Background: an optimization exercise with open tools, aiming at small area, a short achievable clock period and few clock cycles per item. Do not read the settings as production practice. The RTL was checked by simulation tests, not by an equivalence proof against the original design. Power is estimated from default activity; no workload was simulated.

$ cat design/flow/flow/run.sh
#!/bin/bash
set -e
echo "export SETUP_SLACK_MARGIN = 6.7" >> "$FLOW_CONFIG"
echo "export BUFFER_PORTS_ARGS = -buffer_cell sky130_fd_sc_hd__buf_2" >> "$FLOW_CONFIG"
bash standard.sh > standard.log 2>&1
$ cat design/flow/standard.sh
#!/bin/bash
# synth_recipe.tcl (not shown) runs the flow's synth.tcl, then flattens the netlist and writes it again
# the make line also repeats each setting of config.mk as NAME=value (left out here)
make -C /OpenROAD-flow-scripts/flow DESIGN_CONFIG=/design/flow/config.mk WORK_HOME=/design/flow/orfs CLKGATE_MAP_FILE= SYNTH_SCRIPT=/design/flow/synth_recipe.tcl "${@:-finish}"
$ cat design/flow/config.mk
export PLATFORM = sky130hd
export DESIGN_NAME = requant_pack
export DESIGN_NICKNAME = requant_pack
export VERILOG_FILES = /design/flow/design.v
export SDC_FILE = /design/flow/constraint.sdc
export NUM_CORES = 4
export LEC_CHECK = 0
export CAP_MARGIN = 20
export CORE_MARGIN = 2
export CORE_UTILIZATION = 40
export CTS_BUF_LIST = sky130_fd_sc_hd__clkbuf_8
export CTS_CLUSTER_DIAMETER = 60
export CTS_CLUSTER_SIZE = 20
export SLEW_MARGIN = 20
export SYNTH_HIERARCHICAL = 1
export SYNTH_MINIMUM_KEEP_SIZE = 0
export SETUP_SLACK_MARGIN = 6.7
export BUFFER_PORTS_ARGS = -buffer_cell sky130_fd_sc_hd__buf_2
$ cat design/flow/constraint.sdc
create_clock -name core_clock -period 10.0 [get_ports {ACLK}]
set_input_delay 2.0000 -clock core_clock [delete_from_list [all_inputs] [get_ports {ACLK}]]
set_output_delay 2.0000 -clock core_clock [all_outputs]
set_load 0.01 [all_outputs]
$ cat design/flow/design.v
module requant_pack #(
  parameter int MULT_W = 16,
  parameter int LANES  = 4
) (
  input  logic              ACLK,
  input  logic              ARESETN,
  input  logic [31:0]       SD_AXIS_TDATA,
  input  logic              SD_AXIS_TVALID,
  input  logic              SD_AXIS_TLAST,
  output logic              SD_AXIS_TREADY,
  input  logic [MULT_W-1:0] CFG_MULT,
  input  logic [4:0]        CFG_SHIFT,
  input  logic [7:0]        CFG_ZP,
  output logic [31:0]       MO_AXIS_TDATA,
  output logic [3:0]        MO_AXIS_TKEEP,
  output logic              MO_AXIS_TLAST,
  output logic              MO_AXIS_TVALID,
  input  logic              MO_AXIS_TREADY
);
  logic [7:0] p1_q, p2_q, n1_q;    
  logic       t8_q;                
  logic [4:0] sh_q;
  logic [7:0] zp_q;
  logic [7:0] rp1, rp2, rn1;
  logic [8:0] rc;                  
  logic [7:0] rg, rpp, rcy;
  always_comb begin
    for (int j = 0; j < 8; j++) begin
      rg[j]  = CFG_MULT[2*j+1] & CFG_MULT[2*j];
      rpp[j] = CFG_MULT[2*j+1];
    end
  end
  rp_ks8c u_rcarry (.g(rg), .p(rpp), .c(rcy));
  always_comb begin
    rc = {rcy, 1'b0};
    for (int j = 0; j < 8; j++) begin
      rp1[j]   = (CFG_MULT[2*j +: 2] == 2'd1 && !rc[j]) || (CFG_MULT[2*j +: 2] == 2'd0 && rc[j]);
      rp2[j]   = (CFG_MULT[2*j +: 2] == 2'd2 && !rc[j]) || (CFG_MULT[2*j +: 2] == 2'd1 && rc[j]);
      rn1[j]   = (CFG_MULT[2*j +: 2] == 2'd3 && !rc[j]) || (CFG_MULT[2*j +: 2] == 2'd2 && rc[j]);
    end
  end
  always_ff @(posedge ACLK) begin
    p1_q <= rp1;
    p2_q <= rp2;
    n1_q <= rn1;
    t8_q <= rc[8];
    sh_q <= CFG_SHIFT;
    zp_q <= CFG_ZP;
  end
  logic       in_xfer;
  logic [3:0] cred_q;
  logic       rdy_q;
  logic       pack;            
  logic [3:0] cred_d;
  assign SD_AXIS_TREADY = rdy_q;
  assign in_xfer        = SD_AXIS_TVALID && rdy_q;
  always_comb begin
    cred_d = cred_q;
    if (in_xfer && !pack)      cred_d = {cred_q[2:0], 1'b1};
    else if (!in_xfer && pack) cred_d = {1'b0, cred_q[3:1]};
  end
  always_ff @(posedge ACLK or negedge ARESETN) begin
    if (!ARESETN) begin
      cred_q <= 4'd0;
      rdy_q  <= 1'b1;
    end else begin
      cred_q <= cred_d;
      rdy_q  <= !cred_d[3];
    end
  end
  logic [31:0] a_q;
  logic        v1_q, l1_q;
  always_ff @(posedge ACLK) begin
    a_q  <= SD_AXIS_TDATA;
    l1_q <= SD_AXIS_TLAST;
  end
  logic [33:0] ax, ax2;
  logic [33:0] nr0, nr1, nr2, nr3, nr4, nr5, nr6, nr7;
  logic [31:0] nr8;
  logic        pr033, pr133, pr233, pr333, pr433, pr533, pr633, pr733, pr831;
  logic [7:0]  nneg;
  assign ax  = {{2{a_q[31]}}, a_q};
  assign ax2 = {a_q[31], a_q, 1'b0};
  logic [33:0] nax;
  assign nax = ~ax;
  for (genvar i = 0; i < 34; i++) begin : g_sel0
    rp_sel u (.d1(p1_q[0]), .a1(ax[i]), .d2(p2_q[0]), .a2(ax2[i]), .dn(n1_q[0]), .an(nax[i]),
              .y(nr0[i]));
  end
  for (genvar i = 0; i < 34; i++) begin : g_sel1
    rp_sel u (.d1(p1_q[1]), .a1(ax[i]), .d2(p2_q[1]), .a2(ax2[i]), .dn(n1_q[1]), .an(nax[i]),
              .y(nr1[i]));
  end
  for (genvar i = 0; i < 34; i++) begin : g_sel2
    rp_sel u (.d1(p1_q[2]), .a1(ax[i]), .d2(p2_q[2]), .a2(ax2[i]), .dn(n1_q[2]), .an(nax[i]),
              .y(nr2[i]));
  end
  for (genvar i = 0; i < 34; i++) begin : g_sel3
    rp_sel u (.d1(p1_q[3]), .a1(ax[i]), .d2(p2_q[3]), .a2(ax2[i]), .dn(n1_q[3]), .an(nax[i]),
              .y(nr3[i]));
  end
  for (genvar i = 0; i < 34; i++) begin : g_sel4
    rp_sel u (.d1(p1_q[4]), .a1(ax[i]), .d2(p2_q[4]), .a2(ax2[i]), .dn(n1_q[4]), .an(nax[i]),
              .y(nr4[i]));
  end
  for (genvar i = 0; i < 34; i++) begin : g_sel5
    rp_sel u (.d1(p1_q[5]), .a1(ax[i]), .d2(p2_q[5]), .a2(ax2[i]), .dn(n1_q[5]), .an(nax[i]),
              .y(nr5[i]));
  end
  for (genvar i = 0; i < 34; i++) begin : g_sel6
    rp_sel u (.d1(p1_q[6]), .a1(ax[i]), .d2(p2_q[6]), .a2(ax2[i]), .dn(n1_q[6]), .an(nax[i]),
              .y(nr6[i]));
  end
  for (genvar i = 0; i < 34; i++) begin : g_sel7
    rp_sel u (.d1(p1_q[7]), .a1(ax[i]), .d2(p2_q[7]), .a2(ax2[i]), .dn(n1_q[7]), .an(nax[i]),
              .y(nr7[i]));
  end
  assign nr8 = ~({32{t8_q}} & a_q);
  assign pr033 = ~nr0[33];
  assign pr133 = ~nr1[33];
  assign pr233 = ~nr2[33];
  assign pr333 = ~nr3[33];
  assign pr433 = ~nr4[33];
  assign pr533 = ~nr5[33];
  assign pr633 = ~nr6[33];
  assign pr733 = ~nr7[33];
  assign pr831 = ~nr8[31];
  assign nneg  = ~n1_q;
  logic ts1, tc1, ts2, tc2, ts3, tc3, ts4, tc4, ts5, tc5, ts6, tc6;
  logic ts7, tc7, ts8, tc8, ts9, tc9, ts10, tc10, ts11, tc11, ts12, tc12;
  logic ts13, tc13, ts14, tc14, ts15, tc15, ts16, tc16, ts17, tc17, ts18, tc18;
  logic ts19, tc19, ts20, tc20, ts21, tc21, ts22, tc22, ts23, tc23, ts24, tc24;
  logic ts25, tc25, ts26, tc26, ts27, tc27, ts28, tc28, ts29, tc29, ts30, tc30;
  logic ts31, tc31, ts32, tc32, ts33, tc33, ts34, tc34, ts35, tc35, ts36, tc36;
  logic ts37, tc37, ts38, tc38, ts39, tc39, ts40, tc40, ts41, tc41, ts42, tc42;
  logic ts43, tc43, ts44, tc44, ts45, tc45, ts46, tc46, ts47, tc47, ts48, tc48;
  logic ts49, tc49, ts50, tc50, ts51, tc51, ts52, tc52, ts53, tc53, ts54, tc54;
  logic ts55, tc55, ts56, tc56, ts57, tc57, ts58, tc58, ts59, tc59, ts60, tc60;
  logic ts61, tc61, ts62, tc62, ts63, tc63, ts64, tc64, ts65, tc65, ts66, tc66;
  logic ts67, tc67, ts68, tc68, ts69, tc69, ts70, tc70, ts71, tc71, ts72, tc72;
  logic ts73, tc73, ts74, tc74, ts75, tc75, ts76, tc76, ts77, tc77, ts78, tc78;
  logic ts79, tc79, ts80, tc80, ts81, tc81, ts82, tc82, ts83, tc83, ts84, tc84;
  logic ts85, tc85, ts86, tc86, ts87, tc87, ts88, tc88, ts89, tc89, ts90, tc90;
  logic ts91, tc91, ts92, tc92, ts93, tc93, ts94, tc94, ts95, tc95, ts96, tc96;
  logic ts97, tc97, ts98, tc98, ts99, tc99, ts100, tc100, ts101, tc101, ts102, tc102;
  logic ts103, tc103, ts104, tc104, ts105, tc105, ts106, tc106, ts107, tc107, ts108, tc108;
  logic ts109, tc109, ts110, tc110, ts111, tc111, ts112, tc112, ts113, tc113, ts114, tc114;
  logic ts115, tc115, ts116, tc116, ts117, tc117, ts118, tc118, ts119, tc119, ts120, tc120;
  logic ts121, tc121, ts122, tc122, ts123, tc123, ts124, tc124, ts125, tc125, ts126, tc126;
  logic ts127, tc127, ts128, tc128, ts129, tc129, ts130, tc130, ts131, tc131, ts132, tc132;
  logic ts133, tc133, ts134, tc134, ts135, tc135, ts136, tc136, ts137, tc137, ts138, tc138;
  logic ts139, tc139, ts140, tc140, ts141, tc141, ts142, tc142, ts143, tc143, ts144, tc144;
  logic ts145, tc145, ts146, tc146, ts147, tc147, ts148, tc148, ts149, tc149, ts150, tc150;
  logic ts151, tc151, ts152, tc152, ts153, tc153, ts154, tc154, ts155, tc155, ts156, tc156;
  logic ts157, tc157, ts158, tc158, ts159, tc159, ts160, tc160, ts161, tc161, ts162, tc162;
  logic ts163, tc163, ts164, tc164, ts165, tc165, ts166, tc166, ts167, tc167, ts168, tc168;
  logic ts169, tc169, ts170, tc170, ts171, tc171, ts172, tc172, ts173, tc173, ts174, tc174;
  logic ts175, tc175, ts176, tc176, ts177, tc177, ts178, tc178, ts179, tc179, ts180, tc180;
  logic ts181, tc181, ts182, tc182, ts183, tc183, ts184, tc184, ts185, tc185, ts186, tc186;
  logic ts187, tc187, ts188, tc188, ts189, tc189, ts190, tc190, ts191, tc191, ts192, tc192;
  logic ts193, tc193, ts194, tc194, ts195, tc195, ts196, tc196, ts197, tc197, ts198, tc198;
  logic ts199, tc199, ts200, tc200, ts201, tc201, ts202, tc202, ts203, tc203, ts204, tc204;
  logic ts205, tc205, ts206, tc206, ts207, tc207, ts208, tc208, ts209, tc209, ts210, tc210;
  logic ts211, tc211, ts212, tc212, ts213, tc213, ts214, tc214, ts215, tc215, ts216, tc216;
  logic ts217, tc217, ts218, tc218, ts219, tc219, ts220, tc220, ts221, tc221, ts222, tc222;
  logic ts223, tc223, ts224, tc224, ts225, tc225, ts226, tc226, ts227, tc227, ts228, tc228;
  logic ts229, tc229, ts230, tc230, ts231, tc231, ts232, tc232, ts233, tc233, ts234, tc234;
  logic ts235, tc235, ts236, tc236, ts237, tc237, ts238, tc238, ts239, tc239, ts240, tc240;
  logic ts241, tc241, ts242, tc242, ts243, tc243, ts244, tc244, ts245, tc245;
  assign ts1 = ~(nr0[10] ^ nr1[8]);
  assign tc1 = nr0[10] | nr1[8];
  assign ts2 = ~(nr0[11] ^ nr1[9]);
  assign tc2 = nr0[11] | nr1[9];
  rp_fa u_fa3 (.x(nr0[12]), .y(nr1[10]), .z(nr2[8]), .s(ts3), .c(tc3));
  assign ts4 = ~(nr3[6] ^ nr4[4]);
  assign tc4 = nr3[6] | nr4[4];
  rp_fa u_fa5 (.x(nr0[13]), .y(nr1[11]), .z(nr2[9]), .s(ts5), .c(tc5));
  assign ts6 = ~(nr3[7] ^ nr4[5]);
  assign tc6 = nr3[7] | nr4[5];
  rp_fa u_fa7 (.x(nr0[14]), .y(nr1[12]), .z(nr2[10]), .s(ts7), .c(tc7));
  rp_fa u_fa8 (.x(nr3[8]), .y(nr4[6]), .z(nr5[4]), .s(ts8), .c(tc8));
  assign ts9 = ~(nr6[2] ^ nr7[0]);
  assign tc9 = nr6[2] | nr7[0];
  rp_fa u_fa10 (.x(nr0[15]), .y(nr1[13]), .z(nr2[11]), .s(ts10), .c(tc10));
  rp_fa u_fa11 (.x(nr3[9]), .y(nr4[7]), .z(nr5[5]), .s(ts11), .c(tc11));
  assign ts12 = ~(nr6[3] ^ nr7[1]);
  assign tc12 = nr6[3] | nr7[1];
  rp_fa u_fa13 (.x(nr0[16]), .y(nr1[14]), .z(nr2[12]), .s(ts13), .c(tc13));
  rp_fa u_fa14 (.x(nr3[10]), .y(nr4[8]), .z(nr5[6]), .s(ts14), .c(tc14));
  rp_fa u_fa15 (.x(nr6[4]), .y(nr7[2]), .z(nr8[0]), .s(ts15), .c(tc15));
  rp_fa u_fa16 (.x(nr0[17]), .y(nr1[15]), .z(nr2[13]), .s(ts16), .c(tc16));
  rp_fa u_fa17 (.x(nr3[11]), .y(nr4[9]), .z(nr5[7]), .s(ts17), .c(tc17));
  rp_fa u_fa18 (.x(nr6[5]), .y(nr7[3]), .z(nr8[1]), .s(ts18), .c(tc18));
  rp_fa u_fa19 (.x(nr0[18]), .y(nr1[16]), .z(nr2[14]), .s(ts19), .c(tc19));
  rp_fa u_fa20 (.x(nr3[12]), .y(nr4[10]), .z(nr5[8]), .s(ts20), .c(tc20));
  rp_fa u_fa21 (.x(nr6[6]), .y(nr7[4]), .z(nr8[2]), .s(ts21), .c(tc21));
  rp_fa u_fa22 (.x(nr0[19]), .y(nr1[17]), .z(nr2[15]), .s(ts22), .c(tc22));
  rp_fa u_fa23 (.x(nr3[13]), .y(nr4[11]), .z(nr5[9]), .s(ts23), .c(tc23));
  rp_fa u_fa24 (.x(nr6[7]), .y(nr7[5]), .z(nr8[3]), .s(ts24), .c(tc24));
  rp_fa u_fa25 (.x(nr0[20]), .y(nr1[18]), .z(nr2[16]), .s(ts25), .c(tc25));
  rp_fa u_fa26 (.x(nr3[14]), .y(nr4[12]), .z(nr5[10]), .s(ts26), .c(tc26));
  rp_fa u_fa27 (.x(nr6[8]), .y(nr7[6]), .z(nr8[4]), .s(ts27), .c(tc27));
  rp_fa u_fa28 (.x(nr0[21]), .y(nr1[19]), .z(nr2[17]), .s(ts28), .c(tc28));
  rp_fa u_fa29 (.x(nr3[15]), .y(nr4[13]), .z(nr5[11]), .s(ts29), .c(tc29));
  rp_fa u_fa30 (.x(nr6[9]), .y(nr7[7]), .z(nr8[5]), .s(ts30), .c(tc30));
  rp_fa u_fa31 (.x(nr0[22]), .y(nr1[20]), .z(nr2[18]), .s(ts31), .c(tc31));
  rp_fa u_fa32 (.x(nr3[16]), .y(nr4[14]), .z(nr5[12]), .s(ts32), .c(tc32));
  rp_fa u_fa33 (.x(nr6[10]), .y(nr7[8]), .z(nr8[6]), .s(ts33), .c(tc33));
  rp_fa u_fa34 (.x(nr0[23]), .y(nr1[21]), .z(nr2[19]), .s(ts34), .c(tc34));
  rp_fa u_fa35 (.x(nr3[17]), .y(nr4[15]), .z(nr5[13]), .s(ts35), .c(tc35));
  rp_fa u_fa36 (.x(nr6[11]), .y(nr7[9]), .z(nr8[7]), .s(ts36), .c(tc36));
  rp_fa u_fa37 (.x(nr0[24]), .y(nr1[22]), .z(nr2[20]), .s(ts37), .c(tc37));
  rp_fa u_fa38 (.x(nr3[18]), .y(nr4[16]), .z(nr5[14]), .s(ts38), .c(tc38));
  rp_fa u_fa39 (.x(nr6[12]), .y(nr7[10]), .z(nr8[8]), .s(ts39), .c(tc39));
  rp_fa u_fa40 (.x(nr0[25]), .y(nr1[23]), .z(nr2[21]), .s(ts40), .c(tc40));
  rp_fa u_fa41 (.x(nr3[19]), .y(nr4[17]), .z(nr5[15]), .s(ts41), .c(tc41));
  rp_fa u_fa42 (.x(nr6[13]), .y(nr7[11]), .z(nr8[9]), .s(ts42), .c(tc42));
  rp_fa u_fa43 (.x(nr0[26]), .y(nr1[24]), .z(nr2[22]), .s(ts43), .c(tc43));
  rp_fa u_fa44 (.x(nr3[20]), .y(nr4[18]), .z(nr5[16]), .s(ts44), .c(tc44));
  rp_fa u_fa45 (.x(nr6[14]), .y(nr7[12]), .z(nr8[10]), .s(ts45), .c(tc45));
  rp_fa u_fa46 (.x(nr0[27]), .y(nr1[25]), .z(nr2[23]), .s(ts46), .c(tc46));
  rp_fa u_fa47 (.x(nr3[21]), .y(nr4[19]), .z(nr5[17]), .s(ts47), .c(tc47));
  rp_fa u_fa48 (.x(nr6[15]), .y(nr7[13]), .z(nr8[11]), .s(ts48), .c(tc48));
  rp_fa u_fa49 (.x(nr0[28]), .y(nr1[26]), .z(nr2[24]), .s(ts49), .c(tc49));
  rp_fa u_fa50 (.x(nr3[22]), .y(nr4[20]), .z(nr5[18]), .s(ts50), .c(tc50));
  rp_fa u_fa51 (.x(nr6[16]), .y(nr7[14]), .z(nr8[12]), .s(ts51), .c(tc51));
  rp_fa u_fa52 (.x(nr0[29]), .y(nr1[27]), .z(nr2[25]), .s(ts52), .c(tc52));
  rp_fa u_fa53 (.x(nr3[23]), .y(nr4[21]), .z(nr5[19]), .s(ts53), .c(tc53));
  rp_fa u_fa54 (.x(nr6[17]), .y(nr7[15]), .z(nr8[13]), .s(ts54), .c(tc54));
  rp_fa u_fa55 (.x(nr0[30]), .y(nr1[28]), .z(nr2[26]), .s(ts55), .c(tc55));
  rp_fa u_fa56 (.x(nr3[24]), .y(nr4[22]), .z(nr5[20]), .s(ts56), .c(tc56));
  rp_fa u_fa57 (.x(nr6[18]), .y(nr7[16]), .z(nr8[14]), .s(ts57), .c(tc57));
  rp_fa u_fa58 (.x(nr0[31]), .y(nr1[29]), .z(nr2[27]), .s(ts58), .c(tc58));
  rp_fa u_fa59 (.x(nr3[25]), .y(nr4[23]), .z(nr5[21]), .s(ts59), .c(tc59));
  rp_fa u_fa60 (.x(nr6[19]), .y(nr7[17]), .z(nr8[15]), .s(ts60), .c(tc60));
  rp_fa u_fa61 (.x(nr0[32]), .y(nr1[30]), .z(nr2[28]), .s(ts61), .c(tc61));
  rp_fa u_fa62 (.x(nr3[26]), .y(nr4[24]), .z(nr5[22]), .s(ts62), .c(tc62));
  rp_fa u_fa63 (.x(nr6[20]), .y(nr7[18]), .z(nr8[16]), .s(ts63), .c(tc63));
  rp_fa u_fa64 (.x(nr1[31]), .y(nr2[29]), .z(nr3[27]), .s(ts64), .c(tc64));
  rp_fa u_fa65 (.x(nr4[25]), .y(nr5[23]), .z(nr6[21]), .s(ts65), .c(tc65));
  rp_fa u_fa66 (.x(nr7[19]), .y(nr8[17]), .z(nr0[33]), .s(ts66), .c(tc66));
  rp_fa u_fa67 (.x(nr1[32]), .y(nr2[30]), .z(nr3[28]), .s(ts67), .c(tc67));
  rp_fa u_fa68 (.x(nr4[26]), .y(nr5[24]), .z(nr6[22]), .s(ts68), .c(tc68));
  rp_fa u_fa69 (.x(nr7[20]), .y(nr8[18]), .z(nr0[33]), .s(ts69), .c(tc69));
  rp_fa u_fa70 (.x(pr133), .y(nr2[31]), .z(nr3[29]), .s(ts70), .c(tc70));
  rp_fa u_fa71 (.x(nr4[27]), .y(nr5[25]), .z(nr6[23]), .s(ts71), .c(tc71));
  rp_fa u_fa72 (.x(nr7[21]), .y(nr8[19]), .z(pr033), .s(ts72), .c(tc72));
  rp_fa u_fa73 (.x(nr2[32]), .y(nr3[30]), .z(nr4[28]), .s(ts73), .c(tc73));
  rp_fa u_fa74 (.x(nr5[26]), .y(nr6[24]), .z(nr7[22]), .s(ts74), .c(tc74));
  assign ts75 = ~(nr8[20] ^ 1'b0);
  assign tc75 = nr8[20] | 1'b0;
  rp_fa u_fa76 (.x(pr233), .y(nr3[31]), .z(nr4[29]), .s(ts76), .c(tc76));
  rp_fa u_fa77 (.x(nr5[27]), .y(nr6[25]), .z(nr7[23]), .s(ts77), .c(tc77));
  rp_fa u_fa78 (.x(nr3[32]), .y(nr4[30]), .z(nr5[28]), .s(ts78), .c(tc78));
  assign ts79 = ~(nr6[26] ^ nr7[24]);
  assign tc79 = nr6[26] | nr7[24];
  rp_fa u_fa80 (.x(pr333), .y(nr4[31]), .z(nr5[29]), .s(ts80), .c(tc80));
  assign ts81 = ~(nr4[32] ^ nr5[30]);
  assign tc81 = nr4[32] | nr5[30];
  assign ts82 = ~(nr0[6] ^ nr1[4]);
  assign tc82 = nr0[6] | nr1[4];
  assign ts83 = ~(nr0[7] ^ nr1[5]);
  assign tc83 = nr0[7] | nr1[5];
  rp_fa u_fa84 (.x(nr0[8]), .y(nr1[6]), .z(nr2[4]), .s(ts84), .c(tc84));
  assign ts85 = ~(nr3[2] ^ nr4[0]);
  assign tc85 = nr3[2] | nr4[0];
  rp_fa u_fa86 (.x(nr0[9]), .y(nr1[7]), .z(nr2[5]), .s(ts86), .c(tc86));
  assign ts87 = ~(nr3[3] ^ nr4[1]);
  assign tc87 = nr3[3] | nr4[1];
  rp_fa u_fa88 (.x(nr2[6]), .y(nr3[4]), .z(nr4[2]), .s(ts88), .c(tc88));
  rp_fa u_fa89 (.x(nr5[0]), .y(nneg[5]), .z(ts1), .s(ts89), .c(tc89));
  rp_fa u_fa90 (.x(nr2[7]), .y(nr3[5]), .z(nr4[3]), .s(ts90), .c(tc90));
  rp_fa u_fa91 (.x(nr5[1]), .y(tc1), .z(ts2), .s(ts91), .c(tc91));
  rp_fa u_fa92 (.x(nr5[2]), .y(nr6[0]), .z(nneg[6]), .s(ts92), .c(tc92));
  rp_fa u_fa93 (.x(tc2), .y(ts3), .z(ts4), .s(ts93), .c(tc93));
  rp_fa u_fa94 (.x(nr5[3]), .y(nr6[1]), .z(tc3), .s(ts94), .c(tc94));
  rp_fa u_fa95 (.x(tc4), .y(ts5), .z(ts6), .s(ts95), .c(tc95));
  rp_fa u_fa96 (.x(nneg[7]), .y(tc5), .z(tc6), .s(ts96), .c(tc96));
  rp_fa u_fa97 (.x(ts7), .y(ts8), .z(ts9), .s(ts97), .c(tc97));
  rp_fa u_fa98 (.x(tc7), .y(tc8), .z(tc9), .s(ts98), .c(tc98));
  rp_fa u_fa99 (.x(ts10), .y(ts11), .z(ts12), .s(ts99), .c(tc99));
  rp_fa u_fa100 (.x(tc10), .y(tc11), .z(tc12), .s(ts100), .c(tc100));
  rp_fa u_fa101 (.x(ts13), .y(ts14), .z(ts15), .s(ts101), .c(tc101));
  rp_fa u_fa102 (.x(tc13), .y(tc14), .z(tc15), .s(ts102), .c(tc102));
  rp_fa u_fa103 (.x(ts16), .y(ts17), .z(ts18), .s(ts103), .c(tc103));
  rp_fa u_fa104 (.x(tc16), .y(tc17), .z(tc18), .s(ts104), .c(tc104));
  rp_fa u_fa105 (.x(ts19), .y(ts20), .z(ts21), .s(ts105), .c(tc105));
  rp_fa u_fa106 (.x(tc19), .y(tc20), .z(tc21), .s(ts106), .c(tc106));
  rp_fa u_fa107 (.x(ts22), .y(ts23), .z(ts24), .s(ts107), .c(tc107));
  rp_fa u_fa108 (.x(tc22), .y(tc23), .z(tc24), .s(ts108), .c(tc108));
  rp_fa u_fa109 (.x(ts25), .y(ts26), .z(ts27), .s(ts109), .c(tc109));
  rp_fa u_fa110 (.x(tc25), .y(tc26), .z(tc27), .s(ts110), .c(tc110));
  rp_fa u_fa111 (.x(ts28), .y(ts29), .z(ts30), .s(ts111), .c(tc111));
  rp_fa u_fa112 (.x(tc28), .y(tc29), .z(tc30), .s(ts112), .c(tc112));
  rp_fa u_fa113 (.x(ts31), .y(ts32), .z(ts33), .s(ts113), .c(tc113));
  rp_fa u_fa114 (.x(tc31), .y(tc32), .z(tc33), .s(ts114), .c(tc114));
  rp_fa u_fa115 (.x(ts34), .y(ts35), .z(ts36), .s(ts115), .c(tc115));
  rp_fa u_fa116 (.x(tc34), .y(tc35), .z(tc36), .s(ts116), .c(tc116));
  rp_fa u_fa117 (.x(ts37), .y(ts38), .z(ts39), .s(ts117), .c(tc117));
  rp_fa u_fa118 (.x(tc37), .y(tc38), .z(tc39), .s(ts118), .c(tc118));
  rp_fa u_fa119 (.x(ts40), .y(ts41), .z(ts42), .s(ts119), .c(tc119));
  rp_fa u_fa120 (.x(tc40), .y(tc41), .z(tc42), .s(ts120), .c(tc120));
  rp_fa u_fa121 (.x(ts43), .y(ts44), .z(ts45), .s(ts121), .c(tc121));
  rp_fa u_fa122 (.x(tc43), .y(tc44), .z(tc45), .s(ts122), .c(tc122));
  rp_fa u_fa123 (.x(ts46), .y(ts47), .z(ts48), .s(ts123), .c(tc123));
  rp_fa u_fa124 (.x(tc46), .y(tc47), .z(tc48), .s(ts124), .c(tc124));
  rp_fa u_fa125 (.x(ts49), .y(ts50), .z(ts51), .s(ts125), .c(tc125));
  rp_fa u_fa126 (.x(tc49), .y(tc50), .z(tc51), .s(ts126), .c(tc126));
  rp_fa u_fa127 (.x(ts52), .y(ts53), .z(ts54), .s(ts127), .c(tc127));
  rp_fa u_fa128 (.x(tc52), .y(tc53), .z(tc54), .s(ts128), .c(tc128));
  rp_fa u_fa129 (.x(ts55), .y(ts56), .z(ts57), .s(ts129), .c(tc129));
  rp_fa u_fa130 (.x(tc55), .y(tc56), .z(tc57), .s(ts130), .c(tc130));
  rp_fa u_fa131 (.x(ts58), .y(ts59), .z(ts60), .s(ts131), .c(tc131));
  rp_fa u_fa132 (.x(tc58), .y(tc59), .z(tc60), .s(ts132), .c(tc132));
  rp_fa u_fa133 (.x(ts61), .y(ts62), .z(ts63), .s(ts133), .c(tc133));
  rp_fa u_fa134 (.x(tc61), .y(tc62), .z(tc63), .s(ts134), .c(tc134));
  rp_fa u_fa135 (.x(ts64), .y(ts65), .z(ts66), .s(ts135), .c(tc135));
  rp_fa u_fa136 (.x(tc64), .y(tc65), .z(tc66), .s(ts136), .c(tc136));
  rp_fa u_fa137 (.x(ts67), .y(ts68), .z(ts69), .s(ts137), .c(tc137));
  rp_fa u_fa138 (.x(tc67), .y(tc68), .z(tc69), .s(ts138), .c(tc138));
  rp_fa u_fa139 (.x(ts70), .y(ts71), .z(ts72), .s(ts139), .c(tc139));
  rp_fa u_fa140 (.x(tc70), .y(tc71), .z(tc72), .s(ts140), .c(tc140));
  rp_fa u_fa141 (.x(ts73), .y(ts74), .z(ts75), .s(ts141), .c(tc141));
  rp_fa u_fa142 (.x(nr8[21]), .y(tc73), .z(tc74), .s(ts142), .c(tc142));
  rp_fa u_fa143 (.x(tc75), .y(ts76), .z(ts77), .s(ts143), .c(tc143));
  rp_fa u_fa144 (.x(nr8[22]), .y(1'b0), .z(tc76), .s(ts144), .c(tc144));
  rp_fa u_fa145 (.x(tc77), .y(ts78), .z(ts79), .s(ts145), .c(tc145));
  rp_fa u_fa146 (.x(nr6[27]), .y(nr7[25]), .z(nr8[23]), .s(ts146), .c(tc146));
  rp_fa u_fa147 (.x(tc78), .y(tc79), .z(ts80), .s(ts147), .c(tc147));
  rp_fa u_fa148 (.x(nr6[28]), .y(nr7[26]), .z(nr8[24]), .s(ts148), .c(tc148));
  rp_fa u_fa149 (.x(1'b0), .y(tc80), .z(ts81), .s(ts149), .c(tc149));
  rp_fa u_fa150 (.x(pr433), .y(nr5[31]), .z(nr6[29]), .s(ts150), .c(tc150));
  rp_fa u_fa151 (.x(nr7[27]), .y(nr8[25]), .z(tc81), .s(ts151), .c(tc151));
  rp_fa u_fa152 (.x(nr5[32]), .y(nr6[30]), .z(nr7[28]), .s(ts152), .c(tc152));
  assign ts153 = ~(nr8[26] ^ 1'b0);
  assign tc153 = nr8[26] | 1'b0;
  rp_fa u_fa154 (.x(pr533), .y(nr6[31]), .z(nr7[29]), .s(ts154), .c(tc154));
  assign ts155 = ~(nr6[32] ^ nr7[30]);
  assign tc155 = nr6[32] | nr7[30];
  assign ts156 = ~(nr0[4] ^ nr1[2]);
  assign tc156 = nr0[4] | nr1[2];
  assign ts157 = ~(nr0[5] ^ nr1[3]);
  assign tc157 = nr0[5] | nr1[3];
  rp_fa u_fa158 (.x(nr2[2]), .y(nr3[0]), .z(nneg[3]), .s(ts158), .c(tc158));
  rp_fa u_fa159 (.x(nr2[3]), .y(nr3[1]), .z(tc82), .s(ts159), .c(tc159));
  rp_fa u_fa160 (.x(nneg[4]), .y(tc83), .z(ts84), .s(ts160), .c(tc160));
  rp_fa u_fa161 (.x(tc84), .y(tc85), .z(ts86), .s(ts161), .c(tc161));
  rp_fa u_fa162 (.x(tc86), .y(tc87), .z(ts88), .s(ts162), .c(tc162));
  rp_fa u_fa163 (.x(tc88), .y(tc89), .z(ts90), .s(ts163), .c(tc163));
  rp_fa u_fa164 (.x(tc90), .y(tc91), .z(ts92), .s(ts164), .c(tc164));
  rp_fa u_fa165 (.x(tc92), .y(tc93), .z(ts94), .s(ts165), .c(tc165));
  rp_fa u_fa166 (.x(tc94), .y(tc95), .z(ts96), .s(ts166), .c(tc166));
  rp_fa u_fa167 (.x(tc96), .y(tc97), .z(ts98), .s(ts167), .c(tc167));
  rp_fa u_fa168 (.x(tc98), .y(tc99), .z(ts100), .s(ts168), .c(tc168));
  rp_fa u_fa169 (.x(tc100), .y(tc101), .z(ts102), .s(ts169), .c(tc169));
  rp_fa u_fa170 (.x(tc102), .y(tc103), .z(ts104), .s(ts170), .c(tc170));
  rp_fa u_fa171 (.x(tc104), .y(tc105), .z(ts106), .s(ts171), .c(tc171));
  rp_fa u_fa172 (.x(tc106), .y(tc107), .z(ts108), .s(ts172), .c(tc172));
  rp_fa u_fa173 (.x(tc108), .y(tc109), .z(ts110), .s(ts173), .c(tc173));
  rp_fa u_fa174 (.x(tc110), .y(tc111), .z(ts112), .s(ts174), .c(tc174));
  rp_fa u_fa175 (.x(tc112), .y(tc113), .z(ts114), .s(ts175), .c(tc175));
  rp_fa u_fa176 (.x(tc114), .y(tc115), .z(ts116), .s(ts176), .c(tc176));
  rp_fa u_fa177 (.x(tc116), .y(tc117), .z(ts118), .s(ts177), .c(tc177));
  rp_fa u_fa178 (.x(tc118), .y(tc119), .z(ts120), .s(ts178), .c(tc178));
  rp_fa u_fa179 (.x(tc120), .y(tc121), .z(ts122), .s(ts179), .c(tc179));
  rp_fa u_fa180 (.x(tc122), .y(tc123), .z(ts124), .s(ts180), .c(tc180));
  rp_fa u_fa181 (.x(tc124), .y(tc125), .z(ts126), .s(ts181), .c(tc181));
  rp_fa u_fa182 (.x(tc126), .y(tc127), .z(ts128), .s(ts182), .c(tc182));
  rp_fa u_fa183 (.x(tc128), .y(tc129), .z(ts130), .s(ts183), .c(tc183));
  rp_fa u_fa184 (.x(tc130), .y(tc131), .z(ts132), .s(ts184), .c(tc184));
  rp_fa u_fa185 (.x(tc132), .y(tc133), .z(ts134), .s(ts185), .c(tc185));
  rp_fa u_fa186 (.x(tc134), .y(tc135), .z(ts136), .s(ts186), .c(tc186));
  rp_fa u_fa187 (.x(tc136), .y(tc137), .z(ts138), .s(ts187), .c(tc187));
  rp_fa u_fa188 (.x(tc138), .y(tc139), .z(ts140), .s(ts188), .c(tc188));
  rp_fa u_fa189 (.x(tc140), .y(tc141), .z(ts142), .s(ts189), .c(tc189));
  rp_fa u_fa190 (.x(tc142), .y(tc143), .z(ts144), .s(ts190), .c(tc190));
  rp_fa u_fa191 (.x(tc144), .y(tc145), .z(ts146), .s(ts191), .c(tc191));
  rp_fa u_fa192 (.x(tc146), .y(tc147), .z(ts148), .s(ts192), .c(tc192));
  rp_fa u_fa193 (.x(tc148), .y(tc149), .z(ts150), .s(ts193), .c(tc193));
  rp_fa u_fa194 (.x(tc150), .y(tc151), .z(ts152), .s(ts194), .c(tc194));
  rp_fa u_fa195 (.x(nr8[27]), .y(tc152), .z(tc153), .s(ts195), .c(tc195));
  rp_fa u_fa196 (.x(nr8[28]), .y(1'b0), .z(tc154), .s(ts196), .c(tc196));
  rp_fa u_fa197 (.x(pr633), .y(nr7[31]), .z(nr8[29]), .s(ts197), .c(tc197));
  assign ts198 = ~(nr7[32] ^ nr8[30]);
  assign tc198 = nr7[32] | nr8[30];
  assign ts199 = ~(pr733 ^ pr831);
  assign tc199 = pr733 | pr831;
  assign ts200 = ~(nr0[2] ^ nr1[0]);
  assign tc200 = nr0[2] | nr1[0];
  assign ts201 = ~(nr0[3] ^ nr1[1]);
  assign tc201 = nr0[3] | nr1[1];
  rp_fa u_fa202 (.x(nr2[0]), .y(nneg[2]), .z(ts156), .s(ts202), .c(tc202));
  rp_fa u_fa203 (.x(nr2[1]), .y(tc156), .z(ts157), .s(ts203), .c(tc203));
  rp_fa u_fa204 (.x(ts82), .y(tc157), .z(ts158), .s(ts204), .c(tc204));
  rp_fa u_fa205 (.x(ts83), .y(tc158), .z(ts159), .s(ts205), .c(tc205));
  rp_fa u_fa206 (.x(ts85), .y(tc159), .z(ts160), .s(ts206), .c(tc206));
  rp_fa u_fa207 (.x(ts87), .y(tc160), .z(ts161), .s(ts207), .c(tc207));
  rp_fa u_fa208 (.x(ts89), .y(tc161), .z(ts162), .s(ts208), .c(tc208));
  rp_fa u_fa209 (.x(ts91), .y(tc162), .z(ts163), .s(ts209), .c(tc209));
  rp_fa u_fa210 (.x(ts93), .y(tc163), .z(ts164), .s(ts210), .c(tc210));
  rp_fa u_fa211 (.x(ts95), .y(tc164), .z(ts165), .s(ts211), .c(tc211));
  rp_fa u_fa212 (.x(ts97), .y(tc165), .z(ts166), .s(ts212), .c(tc212));
  rp_fa u_fa213 (.x(ts99), .y(tc166), .z(ts167), .s(ts213), .c(tc213));
  rp_fa u_fa214 (.x(ts101), .y(tc167), .z(ts168), .s(ts214), .c(tc214));
  rp_fa u_fa215 (.x(ts103), .y(tc168), .z(ts169), .s(ts215), .c(tc215));
  rp_fa u_fa216 (.x(ts105), .y(tc169), .z(ts170), .s(ts216), .c(tc216));
  rp_fa u_fa217 (.x(ts107), .y(tc170), .z(ts171), .s(ts217), .c(tc217));
  rp_fa u_fa218 (.x(ts109), .y(tc171), .z(ts172), .s(ts218), .c(tc218));
  rp_fa u_fa219 (.x(ts111), .y(tc172), .z(ts173), .s(ts219), .c(tc219));
  rp_fa u_fa220 (.x(ts113), .y(tc173), .z(ts174), .s(ts220), .c(tc220));
  rp_fa u_fa221 (.x(ts115), .y(tc174), .z(ts175), .s(ts221), .c(tc221));
  rp_fa u_fa222 (.x(ts117), .y(tc175), .z(ts176), .s(ts222), .c(tc222));
  rp_fa u_fa223 (.x(ts119), .y(tc176), .z(ts177), .s(ts223), .c(tc223));
  rp_fa u_fa224 (.x(ts121), .y(tc177), .z(ts178), .s(ts224), .c(tc224));
  rp_fa u_fa225 (.x(ts123), .y(tc178), .z(ts179), .s(ts225), .c(tc225));
  rp_fa u_fa226 (.x(ts125), .y(tc179), .z(ts180), .s(ts226), .c(tc226));
  rp_fa u_fa227 (.x(ts127), .y(tc180), .z(ts181), .s(ts227), .c(tc227));
  rp_fa u_fa228 (.x(ts129), .y(tc181), .z(ts182), .s(ts228), .c(tc228));
  rp_fa u_fa229 (.x(ts131), .y(tc182), .z(ts183), .s(ts229), .c(tc229));
  rp_fa u_fa230 (.x(ts133), .y(tc183), .z(ts184), .s(ts230), .c(tc230));
  rp_fa u_fa231 (.x(ts135), .y(tc184), .z(ts185), .s(ts231), .c(tc231));
  rp_fa u_fa232 (.x(ts137), .y(tc185), .z(ts186), .s(ts232), .c(tc232));
  rp_fa u_fa233 (.x(ts139), .y(tc186), .z(ts187), .s(ts233), .c(tc233));
  rp_fa u_fa234 (.x(ts141), .y(tc187), .z(ts188), .s(ts234), .c(tc234));
  rp_fa u_fa235 (.x(ts143), .y(tc188), .z(ts189), .s(ts235), .c(tc235));
  rp_fa u_fa236 (.x(ts145), .y(tc189), .z(ts190), .s(ts236), .c(tc236));
  rp_fa u_fa237 (.x(ts147), .y(tc190), .z(ts191), .s(ts237), .c(tc237));
  rp_fa u_fa238 (.x(ts149), .y(tc191), .z(ts192), .s(ts238), .c(tc238));
  rp_fa u_fa239 (.x(ts151), .y(tc192), .z(ts193), .s(ts239), .c(tc239));
  rp_fa u_fa240 (.x(ts153), .y(tc193), .z(ts194), .s(ts240), .c(tc240));
  rp_fa u_fa241 (.x(ts154), .y(tc194), .z(ts195), .s(ts241), .c(tc241));
  rp_fa u_fa242 (.x(ts155), .y(tc195), .z(ts196), .s(ts242), .c(tc242));
  rp_fa u_fa243 (.x(tc155), .y(tc196), .z(ts197), .s(ts243), .c(tc243));
  rp_fa u_fa244 (.x(1'b0), .y(tc197), .z(ts198), .s(ts244), .c(tc244));
  rp_fa u_fa245 (.x(1'b0), .y(tc198), .z(ts199), .s(ts245), .c(tc245));
  logic [47:0] nra, nrb;
  assign nra = {tc244, tc243, tc242, tc241, tc240, tc239, tc238, tc237, tc236, tc235, tc234, tc233, tc232, tc231, tc230, tc229, tc228, tc227, tc226, tc225, tc224, tc223, tc222, tc221, tc220, tc219, tc218, tc217, tc216, tc215, tc214, tc213, tc212, tc211, tc210, tc209, tc208, tc207, tc206, tc205, tc204, tc203, tc202, tc201, tc200, nneg[1], nr0[1], nr0[0]};
  assign nrb = {ts245, ts244, ts243, ts242, ts241, ts240, ts239, ts238, ts237, ts236, ts235, ts234, ts233, ts232, ts231, ts230, ts229, ts228, ts227, ts226, ts225, ts224, ts223, ts222, ts221, ts220, ts219, ts218, ts217, ts216, ts215, ts214, ts213, ts212, ts211, ts210, ts209, ts208, ts207, ts206, ts205, ts204, ts203, ts202, ts201, ts200, 1'b1, nneg[0]};
  logic [47:0] nra_q, nrb_q;
  logic        v2_q, l2_q;
  always_ff @(posedge ACLK) begin
    nra_q <= nra;
    nrb_q <= nrb;
    l2_q  <= l1_q;
  end
  logic [47:0] p;
  logic [48:0] px;
  logic [12:0] win4;           
  logic [4:0]  gz, go;
  logic [48:0] psum;
  assign psum = {nra_q, 1'b1} + {nrb_q, 1'b1};
  assign p    = ~psum[48:1];
  assign px = {p, 1'b0};
  always_comb begin
    win4 = 13'(px >> {sh_q[4:2], 2'b00});
    for (int g = 0; g < 5; g++) begin
      gz[g] = 1'b1;
      go[g] = 1'b1;
      for (int i = 8 + 8 * g; i < 16 + 8 * g && i < 47; i++) begin
        if (i >= 39 || 5'(i - 8) >= sh_q) begin
          gz[g] = gz[g] & ~p[i];
          go[g] = go[g] & p[i];
        end
      end
    end
  end
  logic [12:0] win4_q;
  logic [4:0]  gz_q, go_q;
  logic        sgn_q;
  logic        v3_q, l3_q;
  always_ff @(posedge ACLK) begin
    win4_q <= win4;
    gz_q   <= gz;
    go_q   <= go;
    sgn_q  <= p[47];
    l3_q   <= l2_q;
  end
  always_ff @(posedge ACLK or negedge ARESETN) begin
    if (!ARESETN) begin
      v1_q <= 1'b0;
      v2_q <= 1'b0;
      v3_q <= 1'b0;
    end else begin
      v1_q <= in_xfer;
      v2_q <= v1_q;
      v3_q <= v2_q;
    end
  end
  logic [9:0] win;             
  logic [9:0] v;
  logic [7:0] q;
  logic       ovf;
  assign ovf = sgn_q ? !(&go_q) : !(&gz_q);
  logic [9:0] zsum;
  rp_ks10 u_zadd (
    .x  ({win[9], win[9:1]}),
    .y  ({{2{zp_q[7]}}, zp_q}),
    .ci (win[0]),
    .s  (zsum)
  );
  always_comb begin
    win = 10'(win4_q >> sh_q[1:0]);
    v = zsum;
    if (ovf)                           q = sgn_q ? 8'h80 : 8'h7F;
    else if (!v[9] && v[8:7] != 2'b00) q = 8'h7F;
    else if (v[9] && v[8:7] != 2'b11)  q = 8'h80;
    else                               q = v[7:0];
  end
  logic [8:0] fifo_q [4];
  logic [2:0] wp_q, rp_q;
  logic       fempty;
  logic       can_pack, fifo_push, fifo_pop;
  logic [7:0] pq;
  logic       pl;
  assign fempty    = (wp_q == rp_q);
  assign can_pack  = !MO_AXIS_TVALID || MO_AXIS_TREADY;
  assign fifo_pop  = can_pack && !fempty;
  assign fifo_push = v3_q && !(can_pack && fempty);
  assign pack      = can_pack && (!fempty || v3_q);
  assign {pl, pq}  = fempty ? {l3_q, q} : fifo_q[rp_q[1:0]];
  always_ff @(posedge ACLK) begin
    if (fifo_push) fifo_q[wp_q[1:0]] <= {l3_q, q};
  end
  always_ff @(posedge ACLK or negedge ARESETN) begin
    if (!ARESETN) begin
      wp_q <= 3'd0;
      rp_q <= 3'd0;
    end else begin
      if (fifo_push) wp_q <= wp_q + 3'd1;
      if (fifo_pop)  rp_q <= rp_q + 3'd1;
    end
  end
  logic [31:0] tdata_q;
  logic [3:1]  tkeep_q;
  logic        tlast_q, tvalid_q;
  logic [1:0]  lane_q;
  logic        done;
  assign done = (lane_q == 2'd3) || pl;
  always_ff @(posedge ACLK) begin
    if (pack) begin
      for (int k = 0; k < 4; k++) begin
        if (lane_q == 2'(k))     tdata_q[8*k +: 8] <= pq;
        else if (lane_q < 2'(k)) tdata_q[8*k +: 8] <= 8'd0;
      end
      for (int k = 1; k < 4; k++) tkeep_q[k] <= (lane_q >= 2'(k));
      tlast_q <= pl;
    end
  end
  always_ff @(posedge ACLK or negedge ARESETN) begin
    if (!ARESETN) begin
      lane_q   <= 2'd0;
      tvalid_q <= 1'b0;
    end else begin
      if (pack) begin
        lane_q   <= done ? 2'd0 : lane_q + 2'd1;
        tvalid_q <= done;
      end else if (MO_AXIS_TREADY) begin
        tvalid_q <= 1'b0;
      end
    end
  end
  assign MO_AXIS_TDATA  = tdata_q;
  assign MO_AXIS_TKEEP  = {tkeep_q, 1'b1};
  assign MO_AXIS_TLAST  = tlast_q;
  assign MO_AXIS_TVALID = tvalid_q;
endmodule
module rp_fa (
  input  logic x,
  input  logic y,
  input  logic z,
  output logic s,
  output logic c
);
  assign s = x ^ y ^ z;
  assign c = (x & y) | (x & z) | (y & z);
endmodule
module rp_gp (
  input  logic gh,
  input  logic ph,
  input  logic gl,
  input  logic pl,
  output logic g,
  output logic p
);
  assign g = gh | (ph & gl);
  assign p = ph & pl;
endmodule
module rp_g (
  input  logic gh,
  input  logic ph,
  input  logic gl,
  output logic g
);
  assign g = gh | (ph & gl);
endmodule
module rp_ks8c (
  input  logic [7:0] g,
  input  logic [7:0] p,
  output logic [7:0] c
);
  logic [7:0] g1, p1, g2, p2;
  assign g1[0] = g[0];
  assign p1[0] = p[0];
  for (genvar j = 1; j < 8; j++) begin : l1
    rp_gp u (.gh(g[j]), .ph(p[j]), .gl(g[j-1]), .pl(p[j-1]), .g(g1[j]), .p(p1[j]));
  end
  assign g2[1:0] = g1[1:0];
  assign p2[1:0] = p1[1:0];
  for (genvar j = 2; j < 8; j++) begin : l2
    rp_gp u (.gh(g1[j]), .ph(p1[j]), .gl(g1[j-2]), .pl(p1[j-2]), .g(g2[j]), .p(p2[j]));
  end
  assign c[3:0] = g2[3:0];
  for (genvar j = 4; j < 8; j++) begin : l3
    rp_g u (.gh(g2[j]), .ph(p2[j]), .gl(g2[j-4]), .g(c[j]));
  end
endmodule
module rp_ks10 (
  input  logic [9:0] x,
  input  logic [9:0] y,
  input  logic       ci,
  output logic [9:0] s
);
  logic [9:0] g0, p0, g1, p1, g2, p2, g3, p3, c;
  assign p0 = x ^ y;
  rp_g u_b0 (.gh(x[0] & y[0]), .ph(p0[0]), .gl(ci), .g(g0[0]));
  assign g0[9:1] = x[9:1] & y[9:1];
  assign g1[0] = g0[0];
  assign p1[0] = p0[0];
  for (genvar i = 1; i < 10; i++) begin : l1
    rp_gp u (.gh(g0[i]), .ph(p0[i]), .gl(g0[i-1]), .pl(p0[i-1]), .g(g1[i]), .p(p1[i]));
  end
  assign g2[1:0] = g1[1:0];
  assign p2[1:0] = p1[1:0];
  for (genvar i = 2; i < 10; i++) begin : l2
    rp_gp u (.gh(g1[i]), .ph(p1[i]), .gl(g1[i-2]), .pl(p1[i-2]), .g(g2[i]), .p(p2[i]));
  end
  assign g3[3:0] = g2[3:0];
  assign p3[3:0] = p2[3:0];
  for (genvar i = 4; i < 10; i++) begin : l3
    rp_gp u (.gh(g2[i]), .ph(p2[i]), .gl(g2[i-4]), .pl(p2[i-4]), .g(g3[i]), .p(p3[i]));
  end
  assign c[7:0] = g3[7:0];
  for (genvar i = 8; i < 10; i++) begin : l4
    rp_g u (.gh(g3[i]), .ph(p3[i]), .gl(g3[i-8]), .g(c[i]));
  end
  assign s = p0 ^ {c[8:0], ci};
endmodule
module rp_sel (
  input  logic d1,
  input  logic a1,
  input  logic d2,
  input  logic a2,
  input  logic dn,
  input  logic an,
  output logic y
);
  assign y = ~((d1 & a1) | (d2 & a2) | (dn & an));
endmodule
==> notes.md <==
STA classifies the critical path startpoint as a flop. The average detailed-routed wire length per instance came out at 22.6 microns. The maximum single-stage delay on the critical path is between 600 and 700 ps. The count of inserted antenna diode cells came out at 0. The gate count of the mapped netlist is between 1500 and 2000. The clock net sink count is roughly 280.

The number of H-tree levels is 1. For the worst setup path, the data required time is approximately 11000 ps. The summed negative setup slack over all endpoints came out at 0 ps.

The endpoint identified for the worst register-to-register timing path is nrb_q[16]. For this run, design rule violations remaining after detail routing come to 0. Across the routed clock network, the largest skew measured is 59.8 ps.

For this run, the total global-route usage over all layers was measured as 0.228. The worst hold path terminates at l2_q. The tree is rooted in a sky130_fd_sc_hd__clkbuf_8. The number of cells on the worst reg-to-reg path is 6. In this run the worst hold path is classified as reg2reg. The minimum setup slack among reg-to-reg paths came out at around 6700 ps.

The via count of the first global-routing pass came out at between 15000 and 20000. The total power density per cell area came out at between 300 and 400 nW/um^2. The first TritonRoute pass finished after 15 iterations. The final weighted congestion in routability-driven placement came out at 0.879.

The total CTS buffers came out at 29. Static timing analysis puts the maximum clock frequency at 301 MHz. The post-placement setup slack is 5810 ps. The die covers between 50000 and 60000 sq um. The worst-case headroom to the max-slew limit came out at 0.323.

Hold timing on the final database bottoms out at a slack of 339 ps. The first-pass GRT wire length is a little under 100000 microns. The number of setup violations in the final report is 0. Summed over all layers, the routed wires come to around 64000 microns. The number of vias per cell is 6.35. The final number of hold-violating endpoints was 0. The floorplan die width is around 230 microns. Of the total power, combinational logic draws 0.700. Summing every instance area after synthesis gives ~21000 sq um. The clock network latency to the later pin of the worst-skew pair came out at approximately 670 ps. The depth of the worst hold-timing path came out at 0.

The clock network power share came out at 0.092. Buffers placed on the I/O ports in this run total between 100 and 150. Setup repair after global routing could not meet its margin everywhere. The number of antenna violations at the first check in global routing is 1. The count of vias placed by the detailed router is roughly 18000.

The Yosys step of the flow raised 7 warnings. The antenna violation net count after detailed routing came out at 0. The leftover overflow at the end of global routing is 0. After layout, the worst setup slack is 6680 ps. The core footprint is between 50000 and 60000 sq um. The worst register-to-register path begins at p1_q[0]. Among all stages on the critical path, the largest delay is contributed by sky130_fd_sc_hd__fa_1.

Dividing the final minimum period by the clock period gives 0.332. The run finished with no timing, DRC or antenna violations. The classification of the worst setup path is reg2reg. TritonCTS built the clock tree. The maximum net fanout on the critical path is 34.

The power share of the sequential group is 0.208. The worst setup path is captured at a flop. The slew at the pin with the worst max-slew slack is 1010 ps.

Counting stages on the worst path, the most repeated cell is sky130_fd_sc_hd__fa_1. The worst-case clock buffer depth is 3. The power dissipated by switching net loads is about 4.4 mW. The post-route minimum period is roughly 3300 ps. The die outline height came out at 233 microns.

The number of slew-limit violations in the final report is 0. Walking the worst path, the cells encountered are buf_4 > a222oi_1 > fa_1 > fa_1 > fa_1 > fa_1. For this configuration, the core starts out at a cell density of 0.403. The number of top-level pins came out at 105. The placed instance area is 22500 sq um.

The pin count of the biggest net entering global routing came out at 50. The iteration-0 DRC count of the detailed router is approximately 3500. The number of nets in the layout came out at between 2000 and 3000.

Averaged over all synthesized cells, the footprint is around 11 sq um. Clock-pin slew was measured on the worst setup and hold paths at roughly 100 ps. The leakage dissipation came out at 9.62 nW. The number of maximum-capacitance constraint violations came out at 0. The worst-case IR drop observed on VDD is roughly 230 uV. The internal power of the cells totals ~4.6 mW. The HPWL reported at the end of detailed placement is 43500 microns.

The share of post-route cells with drive strength above 1 came out at 0.242. The switching power share of the total is 0.485. The cell row count came out at 84. The hold path startpoint is l1_q. The layout overhead on the synthesized area is 19.0%. The share of the core filled with cells is 0.479. For the worst setup path, the data arrival time is about 3900 ps. The final standard cell area without fillers is 25000 sq um.
==> critical path: cells and delay by family, from the launching register on <==
family                     cells  cell delay (ps)
adders and majority gates      4             2010
DFF                            1              310
AOI/OAI and AO/OA              1              610
buffers and inverters          1              260
==> worst max-delay path by stage <==
stage                  start     endpoint  slack (ps)  cells after the start
finish               p1_q[0]    nrb_q[16]        6680                      6
CTS                 nra_q[6]    win4_q[4]        6660                     10
floorplan            a_q[31]    nrb_q[36]        6470                      7
detailed placement   sh_q[0]  tdata_q[27]        5810                     13
global placement     sh_q[0]  tdata_q[27]        5880                     13
global route         sh_q[0]  tdata_q[18]        6620                     14
==> cell type report <==
cell class,count,area (sq um)
fillers,4862,27200
multi-input cells,1405,14400
flip-flops and latches,281,6560
repair buffers,258,1790
well taps,688,861
inverters,157,687
clock buffers,30,413
clock inverters,23,277
repair inverters,2,15.0
==> layout by cell type (no fill, tap or decap), drive strengths merged, types with 39 or more instances in the layout <==
cell type  instances
a222oi           273
buf              258
fa               224
dfxtp            192
inv              143
nand2            113
ha                85
a21oi             83
nor2              83
o21ai             82
edfxtp            72
a21o              55
and2              48
xnor2             39
==> per-layer routing <==
layer / vias to the layer above / share of wire / global-route usage
li1: 7866 / - / -
met2: 1172 / 0.47 / 0.378
met3: 205 / 0.10 / 0.0499
met5: - / 0.00017 / 0
met1: 8816 / 0.40 / 0.300
met4: 2 / 0.036 / 0.0659
==> flip-flops by register name (all words and copies together), names as in the netlist, 2 cells and up <==
register  count
a_q          32
cred_q        4
fifo_q       36
go_q          5
gz_q          5
lane_q        2
n1_q          8
nra_q        48
nrb_q        47
p1_q          8
p2_q          8
rp_q          3
sh_q          5
tdata_q      32
tkeep_q       3
win4_q       13
wp_q          3
zp_q          8
==> power groups by stage <==
| stage | registers [mW] | clock network [mW] | logic [mW] |
|---|---|---|---|
| final | 1.87 | 0.831 | 6.30 |
| after global placement | 1.91 | 0 | 5.45 |
| after CTS | 1.89 | 0.864 | 5.74 |
| after global routing | 1.91 | 0.907 | 6.91 |
| after detailed placement | 1.93 | 0 | 5.52 |
| after floorplan | 1.92 | 0 | 3.97 |
==> stage by stage <==
stage                     instances  power (mW)
after floorplan                1892        5.88
after global placement         2663        7.37
after detailed placement       2663        7.45
after CTS                      2737        8.50
after global routing           2844        9.72
final                          2844        9.00
==> repair_timing <==
action                     in CTS  in global routing
hold buffers                    0                  0
pin swaps                       7                 81
gates cloned                    2                  0
resized for setup             106                109
setup endpoints to repair     136                 92
buffers inserted               19                107
Testbench counts, summed over its fixed seeds: cycles 16,416, items 16,384.

afterwards: timing with drivers on the ports:
In the flow no input, the clock included, has a driving cell. The finished layout below was timed again as built, in two steps.
Step 1 assumes that a clkbuf_16 drives the clock port and a buf_2 every other input.
Step 2 times the ports against the registers' clock, not the clock port: input delays grow and output delays shrink by t, the midpoint of the rising clock arrivals with the driver on.
Slacks: ideal / step 1 / step 2; pairs: ideal / step 1.
shift t [ns]: 0.694
setup slack, ns: 6.678 / 6.671 / 6.312
worst hold slack (ns): 0.339 / 0.339 / 0.339
slew at the worst register clock pin (ns): 0.11 / 0.11
After both steps setup and hold are still met in this run. The setup slack of this run moves by -0.007 ns with the drivers and by -0.366 ns with both steps.
